From an optimization exercise on the open Yosys and OpenROAD flow, aimed at small area, a short achievable clock period and few clock cycles; shortcuts taken in it are not production practice. Where RTL was checked, it was by simulation tests only, not by an equivalence proof against the original. Power figures rest on the tool's default switching activity, not on a simulated workload.

==> trial 66: inputs <==
==> flow/design.v <==
`timescale 1ns/1ps
module cnn_conv_top (
    input  logic        clk,
    input  logic        reset,
    input  logic        pix_valid,
    output logic        pix_ready,
    input  logic [7:0]  pix_byte,
    output logic        out_valid,
    input  logic        out_ready,
    output logic [15:0] out_data,
    output logic [2:0]  out_channel,
    output logic        out_last
);
    localparam int IMG   = 28;
    localparam int DEPTH = 2 * IMG + 2;
    logic [7:0]         in_q;       
    logic [DEPTH*8-1:0] sr;         
    logic [4:0]         row;        
    logic [4:0]         col;
    logic               busy;       
    logic [2:0]         cc;         
    logic [5:0]         oh;         
    logic               win_last;   
    logic               s1v;        
    logic               hold;       
    logic               hold_last;
    logic [2:0]         oc;         
    logic               ov;         
    logic take, issue, adv_out, s1_take, feed, is_win, busy_nx;
    logic [7:0] q_new;
    assign q_new = 8'(({1'b0, pix_byte} + 9'd1) >> 1);
    assign take    = pix_valid && pix_ready;
    assign adv_out = !ov || out_ready;
    assign issue   = adv_out && ((oc[2] && oc[1]) ? hold : s1v);
    assign s1_take = issue && !(oc[2] && oc[1]);
    assign feed    = busy && (!s1v || s1_take);
    assign is_win  = (row >= 5'd2) && (col >= 5'd2);
    assign busy_nx = take ? is_win : (busy && !(feed && cc == 3'd5));
    always_ff @(posedge clk) begin
        if (take) begin
            in_q <= q_new;
            sr   <= {sr[(DEPTH-1)*8-1:0], in_q};
        end
    end
    always_ff @(posedge clk) begin
        if (reset) begin
            pix_ready <= 1'b1;
            busy      <= 1'b0;
            cc        <= 3'd0;
            oh        <= 6'd1;
            s1v       <= 1'b0;
            hold      <= 1'b0;
            oc        <= 3'd0;
            row       <= 5'd0;
            col       <= 5'd0;
        end else begin
            busy      <= busy_nx;
            pix_ready <= !busy_nx;
            s1v       <= feed || (s1v && !s1_take);
            if (issue) oc <= oc + 3'd1;
            if (issue && oc == 3'd7) hold <= 1'b0;
            if (feed && cc == 3'd5)  hold <= 1'b1;
            if (take) begin
                cc <= 3'd0;
                oh <= 6'd1;
                if (col == 5'(IMG - 1)) begin
                    col <= 5'd0;
                    row <= (row == 5'(IMG - 1)) ? 5'd0 : row + 5'd1;
                end else begin
                    col <= col + 5'd1;
                end
            end else if (feed) begin
                cc <= cc + 3'd1;
                oh <= {oh[4:0], oh[5]};
            end
        end
    end
    always_ff @(posedge clk) begin
        if (take) win_last <= (row == 5'(IMG - 1)) && (col == 5'(IMG - 1));
        if (feed && cc == 3'd5) hold_last <= win_last;
    end
    logic [7:0] a, b, c, d, e, f, g, h, i;
    assign a = sr[57*8 +: 8];
    assign b = sr[56*8 +: 8];
    assign c = sr[55*8 +: 8];
    assign d = sr[29*8 +: 8];
    assign e = sr[28*8 +: 8];
    assign f = sr[27*8 +: 8];
    assign g = sr[1*8 +: 8];
    assign h = sr[0*8 +: 8];
    assign i = in_q;
    logic [8:0]         r1_sa, r1_sb, r1_sc, r1_sd;
    logic signed [8:0]  r1_pn, r1_q4, r1_un, r1_vn6;  
    logic signed [9:0]  r1_e3;      
    logic signed [7:0]  r1_em6;     
    logic [9:0]         r2_nac, r2_nbd;
    logic signed [9:0]  r2_zz, r2_ww;              
    logic [10:0]        r3_n;
    logic signed [12:0] r4_y;
    logic signed [9:0]  r4_v6;
    logic [14:0]        r5_v7;
    logic signed [13:0] n14, y14;
    logic signed [19:0] w7;
    assign n14 = $signed({3'd0, r3_n});
    assign y14 = 14'(r4_y);
    assign w7  = $signed({y14, 7'd50}) - 20'(y14 <<< 1) - 20'(y14);
    always_ff @(posedge clk) begin
        r1_sa  <= {1'b0, a} + {1'b0, i};
        r1_sb  <= {1'b0, b} + {1'b0, h};
        r1_sc  <= {1'b0, c} + {1'b0, g};
        r1_sd  <= {1'b0, d} + {1'b0, f};
        r1_pn  <= $signed({1'b0, i}) - $signed({1'b0, a});
        r1_q4  <= $signed({1'b0, g}) - $signed({1'b0, c}) + 9'sd4;
        r1_un  <= $signed({1'b0, h}) - $signed({1'b0, b});
        r1_vn6 <= $signed({1'b0, f}) - $signed({1'b0, d}) - 9'sd6;
        r1_e3  <= $signed({1'b0, e, 1'b0}) + $signed({2'd0, e}) - 10'sd3;
        r1_em6 <= 8'(9'sd6 - $signed({1'b0, e}));
        r2_nac <= {1'b0, r1_sa} + {1'b0, r1_sc};
        r2_nbd <= {1'b0, r1_sb} + {1'b0, r1_sd};
        r2_zz  <= 10'(14'(r1_q4) - (14'(r1_pn) <<< 1));
        r2_ww  <= 10'(14'sd28 - 14'(r1_un) - 14'(r1_vn6));
        r3_n   <= {1'b0, r2_nac} + {1'b0, r2_nbd};
        r4_y   <= 13'((n14 <<< 1) + n14 + 14'(r1_em6));
    end
    always_ff @(posedge clk) begin
        if (!hold) begin
            r4_v6 <= 10'(((14'(r1_e3) <<< 2) - n14) >>> 2);
            if (y14 < 14'sd0)          r5_v7 <= 15'd0;
            else if (y14 > 14'sd2096)  r5_v7 <= 15'd32767;
            else                       r5_v7 <= w7[17:3];
        end
    end
    logic signed [13:0] se, si, spn, sq4, sun, svn6, ssb, ssd, szz, sww, oa, ob, oc_;
    assign se   = $signed({6'd0, e});
    assign si   = $signed({6'd0, i});
    assign spn  = 14'(r1_pn);
    assign sq4  = 14'(r1_q4);
    assign sun  = 14'(r1_un);
    assign svn6 = 14'(r1_vn6);
    assign ssb  = $signed({5'd0, r1_sb});
    assign ssd  = $signed({5'd0, r1_sd});
    assign szz  = 14'(r2_zz);
    assign sww  = 14'(r2_ww);
    logic signed [13:0] a0, b0, a1, b1, c1, a2, b2, c2, a3, b3, c3, a4, b4, c4, a5, b5, c5;
    assign a0 = (se <<< 3) | 14'sd1;    assign b0 = ~si;
    assign a1 = sq4 <<< 3;              assign b1 = sun <<< 3;     assign c1 = spn <<< 3;
    assign a2 = (spn <<< 2) | 14'sd1;   assign b2 = ~(sq4 <<< 2);  assign c2 = svn6 <<< 3;
    assign a3 = (se <<< 5) | 14'sd18;   assign b3 = ~(ssb <<< 3);  assign c3 = ~(ssd <<< 3);
    assign a4 = n14;                    assign b4 = ~(se <<< 1);   assign c4 = -14'sd47;
    assign a5 = szz <<< 1;              assign b5 = szz;           assign c5 = sww <<< 1;
    assign oa  = ({14{oh[0]}} & a0) | ({14{oh[1]}} & a1) | ({14{oh[2]}} & a2) |
                 ({14{oh[3]}} & a3) | ({14{oh[4]}} & a4) | ({14{oh[5]}} & a5);
    assign ob  = ({14{oh[0]}} & b0) | ({14{oh[1]}} & b1) | ({14{oh[2]}} & b2) |
                 ({14{oh[3]}} & b3) | ({14{oh[4]}} & b4) | ({14{oh[5]}} & b5);
    assign oc_ = ({14{oh[1]}} & c1) | ({14{oh[2]}} & c2) |
                 ({14{oh[3]}} & c3) | ({14{oh[4]}} & c4) | ({14{oh[5]}} & c5);
    logic [13:0] s1_s, s1_c, csa_s, csa_c;
    assign csa_s = oa ^ ob ^ oc_;
    assign csa_c = ((oa & ob) | (oa & oc_) | (ob & oc_)) << 1;
    always_ff @(posedge clk) begin
        if (feed) begin
            s1_s <= csa_s;
            s1_c <= csa_c;
        end
    end
    logic signed [13:0] t1;
    logic [15:0]        res;
    assign t1 = $signed(s1_s + s1_c);
    always_comb begin
        if (oc == 3'd7)      res = {1'b0, r5_v7};
        else if (oc == 3'd6) res = r4_v6[9] ? 16'd0 : {7'd0, r4_v6[8:0]};
        else                 res = t1[13] ? 16'd0 : {6'd0, t1[12:3]};
    end
    always_ff @(posedge clk) begin
        if (reset) begin
            out_valid <= 1'b0;
            ov        <= 1'b0;
        end else if (adv_out) begin
            out_valid <= issue;
            ov        <= issue;
        end
    end
    always_ff @(posedge clk) begin
        if (adv_out) begin
            out_data    <= res;
            out_channel <= oc;
            out_last    <= (oc == 3'd7) && hold_last;
        end
    end
endmodule
==> flow/flow/run.sh <==
#!/bin/bash
set -o pipefail
cp standard.sh standard.sh.txt
export SETUP_SLACK_MARGIN=6.3
bash standard.sh > standard.log 2>&1
==> flow/standard.sh <==
#!/bin/bash
# synth_recipe.tcl (not shown) runs the flow's synth.tcl, then flattens the netlist and writes it again
# the make line also repeats each setting of config.mk as NAME=value (left out here)
make -C /OpenROAD-flow-scripts/flow DESIGN_CONFIG=/design/flow/config.mk WORK_HOME=/design/flow/orfs CLKGATE_MAP_FILE= SYNTH_SCRIPT=/design/flow/synth_recipe.tcl "${@:-finish}"
==> flow/config.mk <==
export PLATFORM = sky130hd
export DESIGN_NAME = cnn_conv_top
export DESIGN_NICKNAME = cnn_conv_top
export VERILOG_FILES = /design/flow/design.v
export SDC_FILE = /design/flow/constraint.sdc
export NUM_CORES = 4
export LEC_CHECK = 0
export CAP_MARGIN = 20
export CORE_MARGIN = 2
export CORE_UTILIZATION = 50
export CTS_CLUSTER_DIAMETER = 90
export CTS_CLUSTER_SIZE = 26
export SLEW_MARGIN = 20
==> flow/constraint.sdc <==
create_clock -name core_clock -period 9.0 [get_ports {clk}]
set_input_delay 1.8000 -clock core_clock [delete_from_list [all_inputs] [get_ports {clk}]]
set_output_delay 1.8000 -clock core_clock [all_outputs]
set_load 0.01 [all_outputs]
==> inputs of trial 41, as changes to trial 66 <==
--- a/flow/design.v
+++ b/flow/design.v
@@ -13,6 +13,7 @@
 );
     localparam int IMG   = 28;
-    localparam int DEPTH = 2 * IMG + 2;
-    logic [7:0]         in_q;       
+    localparam int DEPTH = 2 * IMG + 3;
+    logic [7:0]         in_byte;    
+    logic               in_full;
     logic [DEPTH*8-1:0] sr;         
     logic [4:0]         row;        
@@ -27,7 +28,7 @@
     logic [2:0]         oc;         
     logic               ov;         
-    logic take, issue, adv_out, s1_take, feed, is_win, busy_nx;
+    logic take, push, issue, adv_out, s1_take, feed, is_win, full_nx, busy_nx;
     logic [7:0] q_new;
-    assign q_new = 8'(({1'b0, pix_byte} + 9'd1) >> 1);
+    assign q_new = 8'(({1'b0, in_byte} + 9'd1) >> 1);
     assign take    = pix_valid && pix_ready;
     assign adv_out = !ov || out_ready;
@@ -35,14 +36,15 @@
     assign s1_take = issue && !(oc[2] && oc[1]);
     assign feed    = busy && (!s1v || s1_take);
+    assign push    = in_full && !busy;
     assign is_win  = (row >= 5'd2) && (col >= 5'd2);
-    assign busy_nx = take ? is_win : (busy && !(feed && cc == 3'd5));
+    assign full_nx = take || (in_full && !push);
+    assign busy_nx = push ? is_win : (busy && !(feed && cc == 3'd5));
     always_ff @(posedge clk) begin
-        if (take) begin
-            in_q <= q_new;
-            sr   <= {sr[(DEPTH-1)*8-1:0], in_q};
-        end
+        if (!in_full || push) in_byte <= pix_byte;
+        if (push) sr <= {sr[(DEPTH-1)*8-1:0], q_new};
     end
     always_ff @(posedge clk) begin
         if (reset) begin
+            in_full   <= 1'b0;
             pix_ready <= 1'b1;
             busy      <= 1'b0;
@@ -55,11 +57,12 @@
             col       <= 5'd0;
         end else begin
+            in_full   <= full_nx;
             busy      <= busy_nx;
-            pix_ready <= !busy_nx;
+            pix_ready <= !full_nx || !busy_nx;
             s1v       <= feed || (s1v && !s1_take);
             if (issue) oc <= oc + 3'd1;
             if (issue && oc == 3'd7) hold <= 1'b0;
             if (feed && cc == 3'd5)  hold <= 1'b1;
-            if (take) begin
+            if (push) begin
                 cc <= 3'd0;
                 oh <= 6'd1;
@@ -77,26 +80,26 @@
     end
     always_ff @(posedge clk) begin
-        if (take) win_last <= (row == 5'(IMG - 1)) && (col == 5'(IMG - 1));
+        if (push) win_last <= (row == 5'(IMG - 1)) && (col == 5'(IMG - 1));
         if (feed && cc == 3'd5) hold_last <= win_last;
     end
     logic [7:0] a, b, c, d, e, f, g, h, i;
-    assign a = sr[57*8 +: 8];
-    assign b = sr[56*8 +: 8];
-    assign c = sr[55*8 +: 8];
-    assign d = sr[29*8 +: 8];
-    assign e = sr[28*8 +: 8];
-    assign f = sr[27*8 +: 8];
-    assign g = sr[1*8 +: 8];
-    assign h = sr[0*8 +: 8];
-    assign i = in_q;
+    assign a = sr[58*8 +: 8];
+    assign b = sr[57*8 +: 8];
+    assign c = sr[56*8 +: 8];
+    assign d = sr[30*8 +: 8];
+    assign e = sr[29*8 +: 8];
+    assign f = sr[28*8 +: 8];
+    assign g = sr[2*8 +: 8];
+    assign h = sr[1*8 +: 8];
+    assign i = sr[0*8 +: 8];
     logic [8:0]         r1_sa, r1_sb, r1_sc, r1_sd;
     logic signed [8:0]  r1_pn, r1_q4, r1_un, r1_vn6;  
-    logic signed [9:0]  r1_e3;      
-    logic signed [7:0]  r1_em6;     
+    logic signed [11:0] r1_e12;     
+    logic signed [8:0]  r1_em6;     
     logic [9:0]         r2_nac, r2_nbd;
-    logic signed [9:0]  r2_zz, r2_ww;              
+    logic signed [10:0] r2_zz, r2_ww;              
     logic [10:0]        r3_n;
     logic signed [12:0] r4_y;
-    logic signed [9:0]  r4_v6;
+    logic signed [10:0] r4_v6;
     logic [14:0]        r5_v7;
     logic signed [13:0] n14, y14;
@@ -114,10 +117,10 @@
         r1_un  <= $signed({1'b0, h}) - $signed({1'b0, b});
         r1_vn6 <= $signed({1'b0, f}) - $signed({1'b0, d}) - 9'sd6;
-        r1_e3  <= $signed({1'b0, e, 1'b0}) + $signed({2'd0, e}) - 10'sd3;
-        r1_em6 <= 8'(9'sd6 - $signed({1'b0, e}));
+        r1_e12 <= $signed({2'd0, e, 3'd0}) + $signed({3'd0, e, 2'd0}) - 12'sd12;
+        r1_em6 <= 9'sd6 - $signed({1'b0, e});
         r2_nac <= {1'b0, r1_sa} + {1'b0, r1_sc};
         r2_nbd <= {1'b0, r1_sb} + {1'b0, r1_sd};
-        r2_zz  <= 10'(14'(r1_q4) - (14'(r1_pn) <<< 1));
-        r2_ww  <= 10'(14'sd28 - 14'(r1_un) - 14'(r1_vn6));
+        r2_zz  <= 11'(14'(r1_q4) - (14'(r1_pn) <<< 1));
+        r2_ww  <= 11'(14'sd28 - 14'(r1_un) - 14'(r1_vn6));
         r3_n   <= {1'b0, r2_nac} + {1'b0, r2_nbd};
         r4_y   <= 13'((n14 <<< 1) + n14 + 14'(r1_em6));
@@ -125,5 +128,5 @@
     always_ff @(posedge clk) begin
         if (!hold) begin
-            r4_v6 <= 10'(((14'(r1_e3) <<< 2) - n14) >>> 2);
+            r4_v6 <= 11'((14'(r1_e12) - n14) >>> 2);
             if (y14 < 14'sd0)          r5_v7 <= 15'd0;
             else if (y14 > 14'sd2096)  r5_v7 <= 15'd32767;
@@ -169,5 +172,5 @@
     always_comb begin
         if (oc == 3'd7)      res = {1'b0, r5_v7};
-        else if (oc == 3'd6) res = r4_v6[9] ? 16'd0 : {7'd0, r4_v6[8:0]};
+        else if (oc == 3'd6) res = r4_v6[10] ? 16'd0 : {6'd0, r4_v6[9:0]};
         else                 res = t1[13] ? 16'd0 : {6'd0, t1[12:3]};
     end
--- a/flow/config.mk
+++ b/flow/config.mk
@@ -8,6 +8,6 @@
 export CAP_MARGIN = 20
 export CORE_MARGIN = 2
-export CORE_UTILIZATION = 50
-export CTS_CLUSTER_DIAMETER = 90
-export CTS_CLUSTER_SIZE = 26
+export CORE_UTILIZATION = 40
+export CTS_CLUSTER_DIAMETER = 100
+export CTS_CLUSTER_SIZE = 30
 export SLEW_MARGIN = 20
==> key figures <==
STA
  – WHS: 0.420 ns

CTS
  – Worst-skew pair later-pin latency: around 0.59 ns

Floorplanning
  – N_taps: between 700 and 800
  – Chip Height: between 200 and 250 um

Cells and area
  – Number of multi-input logic gates: ~1.1k
  – Util after Layout: a little under three fifths

Place
  – HPWL Detailed: about 37000 um

Synth
  – Top post-synthesis cells by count: 544 x edfxtp_1, 223 x ha_1, 215 x inv_1, 176 x dfxtp_1, 105 x nor2_1
  – Proportion of synthesized area in mux cells: 0.139%

Setup path
  – Worst path max stage delay: ~0.37 ns

Routing
  – Met3 wire length: around 2200 um

Run status
  – Status: complete, no violations
the above is filed under trial 66

==> key figures <==
Run status
  – Status: complete, no violations

Floorplanning
  – Chip Height: about 280 um
  – N_taps: a little under 1k

Routing
  – Highest Signal Layer: met4
  – Vias: 15.1k

Synth
  – Top post-synthesis cells by count: 553 x edfxtp_1, 226 x ha_1, 219 x inv_1, 180 x dfxtp_1, 134 x a21oi_1

Cells and area
  – Number of multi-input logic gates: approximately 1.1k

Power
  – Switch Pwr: between 2 and 3 mW
  – Internal power: about 6.0 mW

Place
  – Dpl cells: ~3k
  – HPWL Detailed: around 35000 um

CTS
  – Worst-skew pair later-pin latency: 0.64 ns

Setup path
  – Worst path max stage delay: around 0.38 ns

STA
  – Final WS setup: around 6 ns
  – WHS: about 0.42 ns
the above is filed under trial 41

Testbench counts of trial 41, summed over its fixed seeds: cycles 43,940.
Only the layout flow was run in trial 66; the RTL was not checked for function there.

-- what the ideal ports hide --
How much do the figures lean on ideal ports? The routed layouts below were timed once more, with nothing changed but the port constraints. Step 1 sets driving cells, clkbuf_16 on the clock port and buf_2 on the other inputs (assumed; they add their load-dependent delay and slew). Step 2 adds t to the input delays and takes it off the output delays; t is the mean of the earliest and latest rising clock arrival at the registers after step 1. Input paths then give back, and output paths get back, about the clock's delay inside the block. a / b / c = no drivers / after step 1 / after step 2; a / b = the first two.
| run | t, ns | setup WS [ns] | hold slack, ns | worst setup path at the end |
|---|---|---|---|---|
| trial 66 | 0.625 | 6.099 / 6.043 / 5.725 | 0.420 / 0.420 / 0.420 | input to register |
| trial 41 | 0.692 | 6.039 / 5.977 / 5.925 | 0.421 / 0.421 / 0.421 | input to register |
After both steps setup and hold are still met in every run listed. For trial 66, which loses most, drivers alone change the setup slack by -0.056 ns; drivers and shift together by -0.374 ns.
